From an optimization exercise on the open Yosys and OpenROAD flow, aimed at small area; shortcuts taken in it are not production practice.
Function was checked by simulation only, so behaviour that the tests miss may differ from the original.
No activity file was given, so power comes from the tool's default toggle rates.

**run.sh**
```bash
#!/bin/bash
# synth_recipe.tcl (not shown) runs the flow's synth.tcl, then flattens the netlist and writes it again
# the make line also repeats each setting of config.mk as NAME=value (left out here)
make -C /OpenROAD-flow-scripts/flow DESIGN_CONFIG=/design/flow/config.mk WORK_HOME=/design/flow/orfs CLKGATE_MAP_FILE= SYNTH_SCRIPT=/design/flow/synth_recipe.tcl finish
```
**config.mk**
```make
export PLATFORM = sky130hd
export DESIGN_NAME = chunk_serializer
export DESIGN_NICKNAME = chunk_serializer
export VERILOG_FILES = /design/flow/design.v
export SDC_FILE = /design/flow/constraint.sdc
export NUM_CORES = 4
export LEC_CHECK = 0
export CAP_MARGIN = 20
export CORE_MARGIN = 2
export CORE_UTILIZATION = 40
export SLEW_MARGIN = 20
```
**constraint.sdc**
```tcl
create_clock -name core_clock -period 6.0 [get_ports {chunk_ser_clk}]
set_input_delay 1.2000 -clock core_clock [delete_from_list [all_inputs] [get_ports {chunk_ser_clk}]]
set_output_delay 1.2000 -clock core_clock [all_outputs]
set_load 0.01 [all_outputs]
```
**design.v**
```verilog
package chunk_ser_pkg;
  typedef logic [2:0] state_t;
  localparam state_t ST_IDLE  = 3'd0;
  localparam state_t ST_KEY   = 3'd1;
  localparam state_t ST_NONCE = 3'd2;
  localparam state_t ST_CTR   = 3'd3;
  localparam state_t ST_DATA  = 3'd4;
  localparam logic ENCRYP = 1'b0;
  localparam logic DECRYP = 1'b1;
  function automatic integer seg_words(input integer seg_w, input integer word_w);
    seg_words = seg_w / word_w;
  endfunction
  function automatic integer pkt_words(input logic mode, input integer key_w,
                                   input integer nonce_w, input integer ctr_w,
                                   input integer data_w, input integer word_w);
    if (mode == ENCRYP)
      pkt_words = (key_w + nonce_w + ctr_w + data_w) / word_w;
    else
      pkt_words = data_w / word_w;
  endfunction
  function automatic integer max_seg_words(input integer key_w, input integer nonce_w,
                                       input integer ctr_w, input integer data_w,
                                       input integer word_w);
    integer m;
    m = key_w / word_w;
    if (nonce_w / word_w > m) m = nonce_w / word_w;
    if (ctr_w / word_w > m)   m = ctr_w / word_w;
    if (data_w / word_w > m)  m = data_w / word_w;
    max_seg_words = m;
  endfunction
  function automatic integer idx_width(input integer max_words);
    idx_width = $clog2(max_words) + 1;
  endfunction
endpackage
module chunk_ser_out_reg
#(
  parameter int WORD_W = 32
) (
  input  logic              chunk_ser_clk,
  input  logic              chunk_ser_reset_n,
  input  logic [WORD_W-1:0] load_data,
  input  logic              load_last,
  input  logic              load_valid,
  input  logic              m_axis_tready,
  output logic              load_en,
  output logic [WORD_W-1:0] m_axis_tdata,
  output logic              m_axis_tlast,
  output logic              m_axis_tvalid
);
  logic [WORD_W-1:0] tdata_reg;
  logic              tlast_reg;
  logic              tvalid_reg;
  assign load_en       = !tvalid_reg || m_axis_tready;
  assign m_axis_tdata  = tdata_reg;
  assign m_axis_tlast  = tlast_reg;
  assign m_axis_tvalid = tvalid_reg;
  always_ff @(posedge chunk_ser_clk or negedge chunk_ser_reset_n) begin
    if (!chunk_ser_reset_n) begin
      tdata_reg  <= '0;
      tlast_reg  <= 1'b0;
      tvalid_reg <= 1'b0;
    end else if (load_en) begin
      tdata_reg  <= load_data;
      tlast_reg  <= load_last;
      tvalid_reg <= load_valid;
    end
  end
endmodule
module chunk_serializer
#(
  parameter int WORD_W  = 32,
  parameter int DATA_W  = 512,
  parameter int KEY_W   = 256,
  parameter int NONCE_W = 64,
  parameter int CTR_W   = 64
) (
  input  logic               chunk_ser_clk,
  input  logic               chunk_ser_reset_n,
  input  logic               chunk_ser_valid,
  output logic               chunk_ser_ready,
  input  logic               encryp_decryp,
  input  logic [KEY_W-1:0]   public_key,
  input  logic [NONCE_W-1:0] nonce,
  input  logic [CTR_W-1:0]   counter,
  input  logic [DATA_W-1:0]  chunk_ser_data_in,
  output logic [WORD_W-1:0]  m_axis_tdata,
  output logic               m_axis_tvalid,
  input  logic               m_axis_tready,
  output logic               m_axis_tlast
);
  localparam int BLK_W      = KEY_W + NONCE_W + CTR_W + DATA_W;
  localparam int BLK_WORDS  = BLK_W / WORD_W;
  localparam int DATA_WORDS = DATA_W / WORD_W;
  localparam int IDX_W      = $clog2(BLK_WORDS);
  generate
    if (WORD_W <= 0 || KEY_W <= 0 || NONCE_W <= 0 || CTR_W <= 0 || DATA_W <= 0 ||
        (KEY_W % WORD_W) != 0 || (NONCE_W % WORD_W) != 0 ||
        (CTR_W % WORD_W) != 0 || (DATA_W % WORD_W) != 0) begin : g_bad_width
      $error("chunk_serializer: every segment width must be a nonzero multiple of WORD_W");
    end
  endgenerate
  logic               ready_reg;    
  logic               busy_reg;     
  logic [IDX_W-1:0]   word_idx;     
  logic [BLK_W-1:0]   blk_reg;      
  logic accept;
  logic last;
  assign accept          = chunk_ser_valid && ready_reg;
  assign last            = (word_idx == '0);
  assign chunk_ser_ready = ready_reg;
  assign m_axis_tvalid   = busy_reg;
  assign m_axis_tlast    = last;
  always_ff @(posedge chunk_ser_clk or negedge chunk_ser_reset_n) begin
    if (!chunk_ser_reset_n) begin
      ready_reg <= 1'b0;
      busy_reg  <= 1'b0;
    end else if (accept) begin
      ready_reg <= 1'b0;
      busy_reg  <= 1'b1;
    end else if (busy_reg && m_axis_tready && last) begin
      ready_reg <= 1'b1;
      busy_reg  <= 1'b0;
    end else if (!busy_reg) begin
      ready_reg <= 1'b1;
    end
  end
  always_ff @(posedge chunk_ser_clk) begin
    if (accept)
      word_idx <= (encryp_decryp == chunk_ser_pkg::ENCRYP) ? IDX_W'(BLK_WORDS - 1)
                                                           : IDX_W'(DATA_WORDS - 1);
    else if (busy_reg && m_axis_tready)
      word_idx <= word_idx - 1'b1;
  end
  logic [BLK_W-1:0] blk_in;
  assign blk_in = {public_key, nonce, counter, chunk_ser_data_in};
  always_ff @(posedge chunk_ser_clk) begin
    blk_reg <= (blk_in & {BLK_W{ready_reg}}) | (blk_reg & {BLK_W{busy_reg}});
  end
  always_comb begin
    m_axis_tdata = '0;
    for (int j = 0; j < BLK_WORDS; j++)
      if (word_idx == IDX_W'(j))
        m_axis_tdata = m_axis_tdata | blk_reg[j*WORD_W +: WORD_W];
  end
endmodule
```
==> reports/metrics.cfg, run 1 <==
[worst_setup_path]
critPathKind=reg -> out
cp-start-kind=flip-flop
crit_start=word_idx[4]
critPathTopFamily=buffers and inverters
critPathRequiredTime_ns=4.80
cp_slowest_cell=edfxtp_1
path_common_cell=buf_4
r2r-start=busy_reg
cp_max_fo=24
worst_ep_arrival_time_ns=4.41
cp_num_buf_inv=3
cpPeakStageDelay_ns=1.05
cp_cell_sequence=buf_4 -> nor4bb_4 -> buf_4 -> a22o_1 -> a221oi_1 -> nand4_1 -> or4_1 -> clkdlybuf4s50_1
endpoint_kind=output pin

[finish]
drive_gt1_frac=0.0874
nets=4535
fin_util=0.571
fillers=6921
stdcell_count=4822
largest_reg_flops=896
syn_to_final_growth_pct=41.7

[pwr]
powerDensity_mw_per_mm2=632
peakVddDrop_uv=371
power_leakage_nw=18.2
total_power_mw=29.5

[synth]
synth_ff_type=dfxtp_1
synth_edf_count=5
ys_warn_count=1
avgSynthCellArea_um2=11.6
synth-seq-cells=903
syn_inst=2846
synth_most_common_cell=a22o_1
synth_seq_area_share=0.550
synth_top_area_share=0.544
synth_nets=3752
yosysTopAreaCell=dfxtp_1
syn-cell-area_mm2=0.0330
synthTopCellsByArea=dfxtp_1, a22o_1, a22oi_1
yosys-top-cells-count=a22o_1, dfxtp_1, clkbuf_1
synthArstFlopShare=0.00221
yosysUniqueCellTypes=62

[sta]
slew_viol_final=0
rsz0062_at_grt=no
relSlewSlack=0.176
fin_tns_setup_ns=0
setup_ws_ns=0.394
finalCriticalPeriod_ns=5.61
fin_crit_sh=0.934
max_freq_mhz=178
fin_worst_skew_ns=0.0175
worst_pin_slew_ns=1.24
setup_viol_count_final=0
hold_violations=0

[cts]
root_buffer=clkbuf_16
clockBufferDepth=3
cts-htree-levels=3
cts.sinks=903
worstSkewPairLatency_ns=0.67
cts_tree=yes
hold_buffers=0
clk_pin_slew_ns=0.06
post-cts-setup-buffer-count=0
cts_buffers=94
cts_resized=0

[drt]
drc_errors=0
ant_nets=0
firstDrtPassIters=6
drt-initial-drc-count=4340
vias_per_cell=6.60
vias=31844
finalWirelength_um=179000
wire_per_inst_um=37.1

[grt]
grt_first_pass_wirelength_um=244000
track_usage=0.404
grt_pass1_vias=30655
grt_max_degree=225
grt_antenna_before_repair=62
grt_overflow=0

[placement]
place_inst=4603
dp_slack_ns=1.18
gp_congestion=0.963
io_buffers=935
dp_hpwl_um=128000

[min_path]
hp-start=blk_reg[465]
holdCritPathClass=reg -> reg

[die]
dieArea_mm2=0.0848
initial_core_util=0.403
die_h_um=291
core_mm2=0.0818
fp.dieW_um=291
pin_count=936
num_rows=105

[outcome]
status=no timing/DRC/antenna violations

[job]
cap_violations=0

[logic make-up after synthesis]
kind of cell	after synthesis	share of synthesized area
flip-flops	903	0.550
XOR/XNOR	3	0.000797
multiplexers	56	0.0187
AO/OA/AOI/OAI	1355	0.350
adder cells (fa/ha/maj)	5	0.00190
buffers and inverters	323	0.0406
AND/OR/NAND/NOR	201	0.0381
[layout make-up]
type	instances	area, µm²	share of cell area
Antenna cell	47	118	0.00252
Tap cell	1070	1340	0.0286
Clock buffer	130	2780	0.0595
Multi-Input combinational cell	1620	13800	0.295
Timing Repair Buffer	1006	10000	0.214
Sequential cell	903	18100	0.388
Inverter	4	15.0	0.000321
Clock inverter	42	551	0.0118
[metal layers]
metal	vias up	wire [µm]	global-route usage
li1	13184	-	-
met1	16042	67700	0.499
met2	2146	83400	0.653
met3	450	16900	0.0864
met4	22	10700	0.227
met5	-	136	0
[final timing paths]
kind / endpoint / slack (ns) / cells after the start
setup reg to reg: blk_reg[359] / 2.54 / 3
setup / recovery: m_axis_tdata[18] / 0.39 / 8
hold / removal: blk_reg[465] / 0.47 / 1
hold reg to reg: blk_reg[465] / 0.47 / 1
min in group asynchronous: busy_reg / 0.73 / 1
max in group asynchronous: ready_reg / 5.12 / 1
[cell usage in the layout, fill, tap and decap left out, types with 5 or more instances in the layout]
cell and count:
clkdlybuf4s50_1 935, a221oi_1 65, nor4bb_4 11, a22o_1 973
or4_1 6, mux2i_1 15, dfxtp_1 896, clkbuf_1 9
buf_4 61, o21ai_0 15, nand3_1 20, a32o_1 12
nand4_1 48, bufinv_16 12, nand2_1 30, a22oi_1 199
clkbuf_8 25, clkinvlp_4 5, a32oi_1 24, nor2b_1 5
clkinv_2 19, mux2_2 40, edfxtp_1 5, and4b_2 11
buf_12 9, nor2b_4 5, nor3_1 13, or3_1 9
diode_2 47, o2111ai_1 6, nor2_1 11, a21oi_1 16
clkbuf_16 96, a222oi_1 18
[stage by stage]
step | area (µm²) | hold slack (ns)
after floorplan | 33000 | 0.433
after global placement | 43300 | 0.456
after detailed placement | 43300 | 0.458
after CTS | 46600 | 0.477
after global routing | 46700 | 0.486
final | 46700 | 0.474
[power by group]
part,switching [mW],internal [mW]
registers,2.44,9.43
logic,5.68,5.64
clock network,2.58,3.75
==> run 2: changes to the inputs <==
--- a/design.v
+++ b/design.v
@@ -93,2 +93,3 @@
   localparam int DATA_WORDS = DATA_W / WORD_W;
+  localparam int HDR_WORDS  = BLK_WORDS - DATA_WORDS;
   localparam int IDX_W      = $clog2(BLK_WORDS);
@@ -103,8 +104,16 @@
   logic               busy_reg;     
-  logic [IDX_W-1:0]   word_idx;     
-  logic [BLK_W-1:0]   blk_reg;      
-  logic accept;
-  logic last;
+  logic               mode_reg;     
+  logic               inv_reg;      
+  logic [IDX_W-1:0]   words_left;   
+  logic [WORD_W-1:0]  chain [BLK_WORDS];
+  logic [BLK_W-1:0]   blk_in;
+  logic               accept;
+  logic               last;
+  logic               shift;
+  logic               hold;
+  assign blk_in          = {public_key, nonce, counter, chunk_ser_data_in};
   assign accept          = chunk_ser_valid && ready_reg;
-  assign last            = (word_idx == '0);
+  assign last            = (words_left == '0);
+  assign shift           = busy_reg && m_axis_tready;
+  assign hold            = !ready_reg && !m_axis_tready;
   assign chunk_ser_ready = ready_reg;
@@ -119,3 +128,3 @@
       busy_reg  <= 1'b1;
-    end else if (busy_reg && m_axis_tready && last) begin
+    end else if (shift && last) begin
       ready_reg <= 1'b1;
@@ -127,19 +136,26 @@
   always_ff @(posedge chunk_ser_clk) begin
-    if (accept)
-      word_idx <= (encryp_decryp == chunk_ser_pkg::ENCRYP) ? IDX_W'(BLK_WORDS - 1)
-                                                           : IDX_W'(DATA_WORDS - 1);
-    else if (busy_reg && m_axis_tready)
-      word_idx <= word_idx - 1'b1;
+    if (accept) begin
+      mode_reg   <= encryp_decryp;
+      words_left <= (encryp_decryp == chunk_ser_pkg::ENCRYP) ? IDX_W'(BLK_WORDS - 1)
+                                                             : IDX_W'(DATA_WORDS - 1);
+    end else if (shift) begin
+      words_left <= words_left - 1'b1;
+    end
   end
-  logic [BLK_W-1:0] blk_in;
-  assign blk_in = {public_key, nonce, counter, chunk_ser_data_in};
   always_ff @(posedge chunk_ser_clk) begin
-    blk_reg <= (blk_in & {BLK_W{ready_reg}}) | (blk_reg & {BLK_W{busy_reg}});
+    inv_reg <= ready_reg || !inv_reg;
   end
-  always_comb begin
-    m_axis_tdata = '0;
-    for (int j = 0; j < BLK_WORDS; j++)
-      if (word_idx == IDX_W'(j))
-        m_axis_tdata = m_axis_tdata | blk_reg[j*WORD_W +: WORD_W];
+  always_ff @(posedge chunk_ser_clk) begin
+    for (int k = 0; k < BLK_WORDS; k++) begin
+      if (k + 1 < BLK_WORDS)
+        chain[k] <= ~((blk_in[(BLK_WORDS-1-k)*WORD_W +: WORD_W] & {WORD_W{ready_reg}}) |
+                      (chain[k+1] & {WORD_W{shift}}) |
+                      (chain[k]   & {WORD_W{hold}}));
+      else
+        chain[k] <= ~((blk_in[(BLK_WORDS-1-k)*WORD_W +: WORD_W] & {WORD_W{ready_reg}}) |
+                      (chain[k]   & {WORD_W{hold}}));
+    end
   end
+  assign m_axis_tdata = ((mode_reg == chunk_ser_pkg::ENCRYP) ? chain[0] : chain[HDR_WORDS]) ^
+                        {WORD_W{inv_reg}};
 endmodule
==> reports/metrics.cfg, run 2 <==
[drt]
vias_per_cell=6.74  ; +2.1%
drt-initial-drc-count=7009  ; +61%
wire_per_inst_um=33.5  ; -9.8%
drc_errors=0  ; unchanged
ant_nets=0  ; unchanged
finalWirelength_um=136000  ; -24%
vias=27349  ; -14%
firstDrtPassIters=17  ; +11

[min_path]
hold_depth=1  ; unchanged
holdCritPathClass=reg -> reg

[worst_setup_path]
cpPeakStageDelay_ns=0.65  ; -0.40 ns
endpoint_kind=output pin
crit_start=mode_reg
cp-endpoint=m_axis_tdata[6]
cp_cell_sequence=buf_4 -> mux2i_1 -> xnor2_1 -> clkdlybuf4s50_1
worst_ep_arrival_time_ns=2.85  ; -1.56 ns
r2r_cells=3  ; unchanged
critPathKind=reg -> out
reg2reg_to=chain[7][10]
cp-start-kind=flip-flop
r2r-start=ready_reg
regToRegSetupSlack_ns=2.96  ; +0.42 ns
cp_slowest_cell=clkdlybuf4s50_1
critPathRequiredTime_ns=4.80  ; about the same
cp_max_fo=32  ; +33%

[outcome]
status=no timing/DRC/antenna violations

[synth]
synth_top_area_share=0.609  ; +0.0655
synth_most_common_cell=dfxtp_1
yosys-top-cells-count=dfxtp_1, a222oi_1, clkbuf_1
synth_seq_area_share=0.617  ; +0.0672
synth_ff_type=dfxtp_1
yosysTopAreaCell=dfxtp_1
synthTopCellsByArea=dfxtp_1, a222oi_1, buf_2
synthArstFlopShare=0.00221  ; -0.00000489
syn-cell-area_mm2=0.0295  ; -11%
synth_nets=3095  ; -18%
avgSynthCellArea_um2=13.4  ; +16%
yosysUniqueCellTypes=27  ; -56%
synth-seq-cells=905  ; +0.22%
syn_inst=2193  ; -23%
synth_edf_count=6  ; +1
ys_warn_count=2  ; +1

[sta]
max_freq_mhz=247  ; +39%
rsz0062_at_grt=no
setup_ws_ns=1.95  ; +1.56 ns
relSlewSlack=0.272  ; +0.0955
fin_crit_sh=0.675  ; -0.260
worst_pin_slew_ns=1.09  ; -0.143 ns
setup_viol_count_final=0  ; unchanged
hold_violations=0  ; unchanged
fin_worst_skew_ns=0.0246  ; +0.00709 ns
slew_viol_final=0  ; unchanged
finalCriticalPeriod_ns=4.05  ; -1.56 ns
fin_tns_setup_ns=0  ; unchanged

[cts]
root_buffer=clkbuf_16
hold_buffers=0  ; unchanged
cts-htree-levels=3  ; unchanged
clk_pin_slew_ns=0.06  ; about the same
worstSkewPairLatency_ns=0.65  ; -0.02 ns
cts.sinks=905  ; +0.22%
clockBufferDepth=3  ; unchanged
cts_tree=yes
cts_buffers=96  ; +2.1%
cts_resized=0  ; unchanged
post-cts-setup-buffer-count=0  ; unchanged

[finish]
layout_common_cells=clkdlybuf4s50_1, dfxtp_1, a222oi_1
drive_gt1_frac=0.0617  ; -0.0257
syn_to_final_growth_pct=43.3
fillers=6020  ; -13%
final_common_cell=clkdlybuf4s50_1
largest_reg_flops=896  ; unchanged
nets=3856  ; -15%

[die]
fp.dieW_um=275  ; -5.4%
dieArea_mm2=0.0759  ; -10%
initial_core_util=0.404  ; +0.000985
core_mm2=0.0730  ; -11%
die_h_um=275  ; -5.4%
num_rows=99  ; -5.7%
pin_count=936  ; unchanged

[pwr]
powerDensity_mw_per_mm2=583  ; -7.8%
peakVddDrop_uv=386  ; +4.0%
power_leakage_nw=15.8  ; -13%

[grt]
grt_overflow=0  ; unchanged
grt_pass1_vias=25459  ; -17%
grt_max_degree=270  ; +20%
grt_antenna_before_repair=87  ; +40%
track_usage=0.333  ; -0.0710
grt_first_pass_wirelength_um=182000  ; -25%

[placement]
dp_hpwl_um=100000  ; -22%
gp_congestion=0.941  ; -2.3%
io_buffers=935  ; unchanged
dp_slack_ns=2.44  ; +1.26 ns

[job]
cap_violations=0  ; unchanged

run 2: critical path: cells and delay by family (launching register included):
| kind | cells | cell delay [ns] |
|---|---|---|
| DFF | 1 | 0.32 |
| buffers and inverters | 2 | 1.21 |
| muxes | 1 | 0.20 |
| xor gates and xnor gates | 1 | 0.47 |
run 2: through the flow:
step | cell area (µm²) | util | power, mW | hold slack (ns) | std cells
after floorplan | 29500 | - | 15.2 | 0.415 | 2193
after global placement | 38800 | 0.531 | 18.1 | 0.426 | 3812
after detailed placement | 38800 | 0.531 | 18.4 | 0.430 | 3812
after CTS | 42000 | 0.575 | 24.5 | 0.430 | 3985
after global routing | 42200 | 0.578 | 25.6 | 0.445 | 4040
final | 42200 | 0.579 | 24.6 | 0.433 | 4057
run 2: where the power goes:
part / switching, mW / internal (mW) / total (mW)
clock: 2.47 / 3.60 / 6.07
sequential: 2.71 / 9.37 / 12.1
combinational: 3.09 / 3.35 / 6.44
total: 8.28 / 16.3 / 24.6
run 2: worst min-delay path by stage:
stage | startpoint | endpoint | slack [ns]
CTS | chain[22][21] | chain[21][21] | 0.43
global placement | chain[10][25] | chain[9][25] | 0.43
detailed placement | chain[27][25] | chain[27][25] | 0.43
floorplan | chain[27][0] | chain[27][0] | 0.42
global route | chain[6][18] | chain[5][18] | 0.45
finish | chain[22][21] | chain[21][21] | 0.43
run 2: routing by layer:
metal	part of all wire	GRT usage	routed length [µm]	vias up
li1	-	-	-	11665
met1	0.34	0.356	46100	13681
met2	0.50	0.571	68200	1648
met3	0.11	0.113	14600	317
met4	0.049	0.191	6610	38
met5	0.0017	0	236	-
run 2: area by class of cell:
cell class / count / area (µm²) / area share
multi-input combinational: 982 / 9630 / 0.228
clock buffer: 143 / 2870 / 0.0680
clock inverter: 30 / 344 / 0.00815
inverter: 3 / 11.3 / 0.000267
tap: 959 / 1200 / 0.0284
sequential: 905 / 18200 / 0.431
timing repair buffer: 966 / 9790 / 0.232
antenna: 69 / 173 / 0.00409
run 2: cells by family after synthesis:
logic type               share of synthesized area
AND/OR/NAND/NOR                            0.00267
XOR/XNOR                                   0.00981
adder cells (fa/ha/maj)                   0.000425
flip-flops                                   0.617
AO/OA/AOI/OAI                                0.303
multiplexers                                0.0109
buffers and inverters                       0.0560
==> run 3: changes to the inputs <==
==> flow/run.sh (new file) <==
#!/bin/bash
# The standard layout, with two changes: the port buffers are
# sky130_fd_sc_hd__buf_1 instead of the resizer's default pick, and clock
# tree synthesis inserts no dummy loads. The make output goes to
# standard_flow.log; each ORFS step keeps its own log under orfs/logs/.
set -euo pipefail
bash standard.sh \
  "BUFFER_PORTS_ARGS=-buffer_cell sky130_fd_sc_hd__buf_1" \
  "CTS_ARGS=-sink_clustering_enable -repair_clock_nets -dont_use_dummy_load" \
  finish > standard_flow.log 2>&1
==> standard.sh (new file) <==
#!/bin/bash
# synth_recipe.tcl (not shown) runs the flow's synth.tcl, then flattens the netlist and writes it again
# the make line also repeats each setting of config.mk as NAME=value (left out here)
make -C /OpenROAD-flow-scripts/flow DESIGN_CONFIG=/design/flow/config.mk WORK_HOME=/design/flow/orfs CLKGATE_MAP_FILE= SYNTH_SCRIPT=/design/flow/synth_recipe.tcl "${@:-finish}"
removed: run.sh
==> reports/metrics.cfg, run 3 <==
[outcome]
status=no timing/DRC/antenna violations

[synth]
synthTopCellsByArea=dfxtp_1, a222oi_1, buf_2
syn-cell-area_mm2=0.0295  ; unchanged
ys_warn_count=2  ; unchanged
yosys-top-cells-count=dfxtp_1, a222oi_1, clkbuf_1
synth_top_area_share=0.609  ; unchanged
syn_inst=2193  ; unchanged
synth_most_common_cell=dfxtp_1
synth_edf_count=6  ; unchanged
synth_nets=3095  ; unchanged
yosysTopAreaCell=dfxtp_1
avgSynthCellArea_um2=13.4  ; unchanged
synth-seq-cells=905  ; unchanged
synth_seq_area_share=0.617  ; unchanged
synth_ff_type=dfxtp_1
synthArstFlopShare=0.00221  ; unchanged
yosysUniqueCellTypes=27  ; unchanged

[drt]
drt-initial-drc-count=7009  ; unchanged
firstDrtPassIters=20  ; +3
vias=27169  ; -0.66%
finalWirelength_um=128000  ; -6.0%
ant_nets=0  ; unchanged
vias_per_cell=6.83  ; +1.3%
wire_per_inst_um=32.1  ; -4.1%
drc_errors=0  ; unchanged

[placement]
io_buffers=935  ; unchanged
place_inst=3819  ; +0.18%
dp_slack_ns=2.68  ; +0.242 ns
dp_hpwl_um=94900  ; -5.5%
gp_congestion=0.961  ; +2.2%

[cts]
cts_resized=0  ; unchanged
post-cts-setup-buffer-count=0  ; unchanged
worstSkewPairLatency_ns=0.64  ; about the same
cts.sinks=905  ; unchanged
cts_tree=yes
clk_pin_slew_ns=0.06  ; about the same
cts_buffers=92  ; -4.2%
cts-htree-levels=3  ; unchanged
clockBufferDepth=3  ; unchanged
hold_buffers=0  ; unchanged
root_buffer=clkbuf_16

[grt]
grt_first_pass_wirelength_um=171000  ; -5.8%
grt_antenna_before_repair=73  ; -16%
track_usage=0.310  ; -0.0225
grt_overflow=0  ; unchanged
grt_max_degree=267  ; -1.1%
grt_pass1_vias=24783  ; -2.7%

[die]
initial_core_util=0.404  ; unchanged
die_h_um=275  ; unchanged
fp.dieW_um=275  ; unchanged
pin_count=936  ; unchanged
num_rows=99  ; unchanged
core_mm2=0.0730  ; unchanged
dieArea_mm2=0.0759  ; unchanged

[pwr]
swShare=0.353  ; +0.0168
peakVddDrop_uv=359  ; -6.9%
combPwrFrac=0.252  ; -0.010
powerDensity_mw_per_mm2=642  ; +10%
p_int_mw=14.7  ; -9.8%
p_switching_mw=8.04  ; -2.8%
power_leakage_nw=12.8  ; -19%
power.share.clock=0.213  ; -0.034
seqPwrFrac=0.535  ; +0.044

[sta]
fin_tns_setup_ns=0  ; unchanged
worst_pin_slew_ns=1.13  ; +0.0400 ns
setup_ws_ns=2.26  ; +0.310 ns
relSlewSlack=0.245  ; -0.0267
fin_worst_skew_ns=0.0763  ; +0.0517 ns
rsz0062_at_grt=no
slew_viol_final=0  ; unchanged
hold_violations=0  ; unchanged
fin_crit_sh=0.623  ; -0.0517
finalCriticalPeriod_ns=3.74  ; -0.310 ns
max_freq_mhz=268  ; +8.3%
setup_viol_count_final=0  ; unchanged

[finish]
final_common_cell=buf_1
stdcell_count=3979  ; -1.9%
nets=3857  ; +0.026%
fillers=6754  ; +12%
largest_reg_flops=896  ; unchanged
drive_gt1_frac=0.0447  ; -0.0170
fin_util=0.486  ; -0.0930
layout_common_cells=buf_1, dfxtp_1, a222oi_1
syn_to_final_growth_pct=20.2

[worst_setup_path]
endpoint_kind=output pin
critPathRequiredTime_ns=4.80  ; about the same
cp_slowest_cell=buf_4
worst_ep_arrival_time_ns=2.54  ; -0.31 ns
cp_cell_sequence=buf_4 -> mux2i_1 -> xnor2_1 -> buf_1
cp_max_fo=32  ; unchanged
cp-start-kind=flip-flop
cpPeakStageDelay_ns=0.57  ; -0.08 ns
critPathKind=reg -> out

[min_path]
holdCritPathClass=in -> async

[job]
cap_violations=0  ; unchanged

[run 3: final timing paths]
kind	cells past startpoint	endpoint	slack [ns]	from
hold / removal	1	busy_reg	0.34	chunk_ser_reset_n
max in group asynchronous	1	ready_reg	5.51	chunk_ser_reset_n
min in group core_clock	1	chain[8][25]	0.40	chain[9][25]
hold reg to reg	1	chain[8][25]	0.40	chain[9][25]
setup reg to reg	4	chain[7][5]	2.52	ready_reg
setup / recovery	4	m_axis_tdata[5]	2.26	mode_reg
[run 3: area by class of cell]
cell class / count / area, µm² / area share
flip-flops and latches: 905 / 18200 / 0.513
multi-input cells: 982 / 9630 / 0.272
repair buffers: 971 / 3930 / 0.111
clock buffers: 92 / 2300 / 0.0650
well taps: 959 / 1200 / 0.0339
diodes: 67 / 168 / 0.00473
inverters: 3 / 11.3 / 0.000318
[run 3: per-stage QoR]
step	cell area [µm²]	total power, mW	hold WS (ns)
6_report	35400	22.8	0.336
5_1_grt	35400	23.8	0.308
4_1_cts	35200	22.6	0.299
3_5_place_dp	32900	17.8	0.430
3_3_place_gp	32900	17.5	0.426
2_1_floorplan	29500	15.2	0.415
[run 3: power groups by stage]
stage,Combinational (mW),Clock (mW),Sequential (mW)
after floorplan,4.56,0,10.7
after global placement,5.36,0,12.1
after detailed placement,5.60,0,12.2
after CTS,5.61,4.92,12.1
after global routing,6.24,5.14,12.4
final,5.73,4.85,12.2
[run 3: worst max-delay path: cells and delay by family, from the launching register on]
kind | cells | cell delay, ns
buffers and inverters | 2 | 0.79
XOR/XNOR | 1 | 0.57
flip-flops | 1 | 0.31
multiplexers | 1 | 0.21
[run 3: logic make-up after synthesis]
| group | share of synthesized area |
|---|---|
| AO/OA/AOI/OAI | 0.303 |
| buffers and inverters | 0.0560 |
| adder cells (fa/ha/maj) | 0.000425 |
| multiplexers | 0.0109 |
| AND/OR/NAND/NOR | 0.00267 |
| flip-flops | 0.617 |
| XOR/XNOR | 0.00981 |
[run 3: per-layer routing]
| layer | global-route usage | part of all wire |
|---|---|---|
| met4 | 0.202 | 0.060 |
| met5 | 0 | 0.0012 |
| met1 | 0.344 | 0.34 |
| met2 | 0.524 | 0.49 |
| met3 | 0.0841 | 0.11 |
==> run 4: changes to the inputs <==
==> flow/run.sh (replaced) <==
#!/bin/bash
# The standard layout, with these changes: the port buffers are
# sky130_fd_sc_hd__buf_1 instead of the resizer's default pick, and clock
# tree synthesis uses clkbuf_4/clkbuf_8 in clusters of at most 16 sinks
# within 60 um, and inserts no dummy loads. The make output goes to
# standard_flow.log; each ORFS step keeps its own log under orfs/logs/.
set -euo pipefail
bash standard.sh \
  "BUFFER_PORTS_ARGS=-buffer_cell sky130_fd_sc_hd__buf_1" \
  "CTS_ARGS=-sink_clustering_enable -repair_clock_nets -dont_use_dummy_load -buf_list {sky130_fd_sc_hd__clkbuf_4 sky130_fd_sc_hd__clkbuf_8} -sink_clustering_size 16 -sink_clustering_max_diameter 60" \
  finish > standard_flow.log 2>&1
--- a/config.mk
+++ b/config.mk
@@ -8,4 +8,6 @@
 export CAP_MARGIN = 20
+export CELL_PAD_IN_SITES_DETAIL_PLACEMENT = 1
+export CELL_PAD_IN_SITES_GLOBAL_PLACEMENT = 1
 export CORE_MARGIN = 2
-export CORE_UTILIZATION = 40
+export CORE_UTILIZATION = 35
 export SLEW_MARGIN = 20
==> reports/metrics.cfg, run 4 <==
[sta]
hold_violations=0  ; unchanged
slew_viol_final=0  ; unchanged
fin_crit_sh=0.616  ; -0.00678
setup_viol_count_final=0  ; unchanged
worst_pin_slew_ns=1.03  ; -0.107 ns
fin_tns_setup_ns=0  ; unchanged
fin_worst_skew_ns=0.0782  ; +0.00190 ns
relSlewSlack=0.314  ; +0.0694
setup_ws_ns=2.30  ; +0.0407 ns
finalCriticalPeriod_ns=3.70  ; -0.0407 ns
rsz0062_at_grt=no
max_freq_mhz=271  ; +1.1%

[cts]
cts-htree-levels=3  ; unchanged
post-cts-setup-buffer-count=0  ; unchanged
worstSkewPairLatency_ns=0.70  ; +0.06 ns
cts_tree=yes
hold_buffers=0  ; unchanged
cts_buffers=78  ; -15%
root_buffer=clkbuf_8
clockBufferDepth=3  ; unchanged
clk_pin_slew_ns=0.10  ; +0.04 ns
cts_resized=0  ; unchanged
cts.sinks=905  ; unchanged

[min_path]
holdCritPathClass=in -> async

[placement]
dp_hpwl_um=102000  ; +7.6%
dp_slack_ns=2.68  ; -0.00817 ns
gp_congestion=0.929  ; -3.3%
io_buffers=935  ; unchanged

[pwr]
peakVddDrop_uv=290  ; -19%
power_leakage_nw=12.2  ; -4.5%
powerDensity_mw_per_mm2=617  ; -4.0%
total_power_mw=21.2  ; -6.9%

[synth]
synthAdderAreaFrac=0.000425  ; unchanged
syn_inst=2193  ; unchanged
avgSynthCellArea_um2=13.4  ; unchanged
synth_nets=3095  ; unchanged
synth_simple_gate_area_frac=0.00267  ; unchanged
ys_warn_count=2  ; unchanged
synth_most_common_cell=dfxtp_1
synthArstFlopShare=0.00221  ; unchanged
synth_seq_area_share=0.617  ; unchanged
synth_ff_type=dfxtp_1
synthTopCellsByArea=dfxtp_1, a222oi_1, buf_2
yosys-top-cells-count=dfxtp_1, a222oi_1, clkbuf_1
yosysUniqueCellTypes=27  ; unchanged
synth_top_family_by_area=compound AO/OA/AOI/OAI gates
synth_compound_area_frac=0.303  ; unchanged
synth_top_area_share=0.609  ; unchanged
synthMuxAreaShare=0.0109  ; unchanged
yosysTopAreaCell=dfxtp_1
synth-seq-cells=905  ; unchanged
syn-cell-area_mm2=0.0295  ; unchanged
synth_xor_area_frac=0.00981  ; unchanged
synth_edf_count=6  ; unchanged

[finish]
seq_area_mm2=0.0182  ; unchanged
fillers=9168  ; +36%
final_common_cell=buf_1
multi_input_area_mm2=0.00963  ; unchanged
drive_gt1_frac=0.0398  ; -0.00488
largest_reg_flops=896  ; unchanged
nets=3842  ; -0.39%
layout_common_cells=buf_1, dfxtp_1, a222oi_1
syn_to_final_growth_pct=16.6
fin_util=0.411  ; -0.0743

[drt]
finalWirelength_um=136000  ; +6.7%
vias_per_cell=6.55  ; -4.1%
firstDrtPassIters=13  ; -35%
drt-initial-drc-count=5797  ; -17%
drc_errors=0  ; unchanged
vias=26822  ; -1.3%
wire_per_inst_um=33.3  ; +3.7%
ant_nets=0  ; unchanged

[worst_setup_path]
critPathRequiredTime_ns=4.80  ; about the same
cp_max_fo=32  ; unchanged
worst_ep_arrival_time_ns=2.50  ; -0.04 ns
r2r-start=ready_reg
cp_slowest_cell=buf_4
endpoint_kind=output pin
cpPeakStageDelay_ns=0.55  ; -0.02 ns
critPathKind=reg -> out
cp_cell_sequence=buf_4 -> mux2i_1 -> xnor2_1 -> buf_1
crit_start=mode_reg
cp-start-kind=flip-flop

[die]
pin_count=936  ; unchanged
fp.dieW_um=294  ; +6.8%
num_rows=106  ; +7.1%
initial_core_util=0.353  ; -0.0512
core_mm2=0.0836  ; +15%
die_h_um=294  ; +6.8%
dieArea_mm2=0.0865  ; +14%

[grt]
grt_max_degree=205  ; -23%
grt_first_pass_wirelength_um=186000  ; +8.2%
track_usage=0.293  ; -0.0167
grt_antenna_before_repair=115  ; +58%
grt_overflow=0  ; unchanged
grt_pass1_vias=26424  ; +6.6%

[outcome]
status=no timing/DRC/antenna violations

[job]
cap_violations=0  ; unchanged

[run 4: final timing paths]
check | endpoint | slack, ns | cells past startpoint
hold reg to reg | chain[24][28] | 0.38 | 1
hold / removal | ready_reg | 0.30 | 1
min in group core_clock | chain[24][28] | 0.38 | 1
setup reg to reg | chain[10][28] | 2.78 | 3
setup / recovery | m_axis_tdata[5] | 2.30 | 4
max in group asynchronous | ready_reg | 5.56 | 1
[run 4: cell families (layout without fill, tap and decap cells)]
group                    count (synthesis)  after routing
AO/OA/AOI/OAI                          902            902
XOR/XNOR                                33             33
adder cells (fa/ha/maj)                  1              1
buffers and inverters                  306           1051
flip-flops                             905            905
multiplexers                            32             32
other                                    0             79
AND/OR/NAND/NOR                         14             14
[run 4: layout make-up]
type                       count  area share
antenna                       79     0.00575
clock buffer                  78      0.0312
multi-input combinational    982       0.280
sequential                   905       0.529
tap                         1080      0.0393
timing repair buffer         970       0.114
inverter                       3    0.000328
[run 4: stage by stage]
stage	instances	cell area, µm²	hold WS (ns)
final	4097	34400	0.305
after global routing	4074	34300	0.243
after CTS	4018	34200	0.237
after detailed placement	3940	33100	0.432
after global placement	3940	33100	0.426
after floorplan	2193	29500	0.415
[run 4: routing by layer]
metal / global-route usage / wire, µm / part of all wire
met5: 0 / 447 / 0.0033
met4: 0.182 / 7890 / 0.058
met2: 0.505 / 67500 / 0.50
met3: 0.0955 / 12800 / 0.094
met1: 0.310 / 47600 / 0.35
[run 4: where the power goes]
part           total, mW  internal [mW]  switching, mW
Combinational       5.83           2.66           3.17
Sequential          12.2           9.36           2.87
Clock               3.15           1.16           1.98
[run 4: worst max-delay path: cells and delay by family, from the launching register on]
| kind | cells | cell delay, ns |
|---|---|---|
| buffers and inverters | 2 | 0.83 |
| multiplexers | 1 | 0.20 |
| XOR/XNOR | 1 | 0.48 |
| flip-flops | 1 | 0.33 |

==> afterwards: timing with drivers on the ports <==
The flow's constraints put no driver on any port. The routed layouts listed below were extracted and timed again, unchanged, in two steps. Step 1 assumes that a clkbuf_16 drives the clock port and a buf_2 every other input. Step 2 times the ports against the registers' clock, not the clock port: input delays grow and output delays shrink by t, the midpoint of the rising clock arrivals with the driver on. a / b / c = ideal ports / drivers / drivers and shift; a / b = the first two.
run	t, ns	setup slack, ns	worst hold slack (ns)	worst setup path after step 2	worst slew at a driven data input, ns
run 1	0.728	0.394 / 0.319 / 1.047	0.474 / 0.474 / 0.474	register to output	0.17
run 2	0.704	1.953 / 1.886 / 2.354	0.433 / 0.433 / 0.433	input to register	0.19
run 3	0.676	2.263 / 2.195 / 2.516	0.336 / 0.301 / 0.396	register to register	0.18
run 4	0.730	2.304 / 2.232 / 2.655	0.305 / 0.260 / 0.377	input to register	0.19
After both steps every run listed still meets setup and hold.
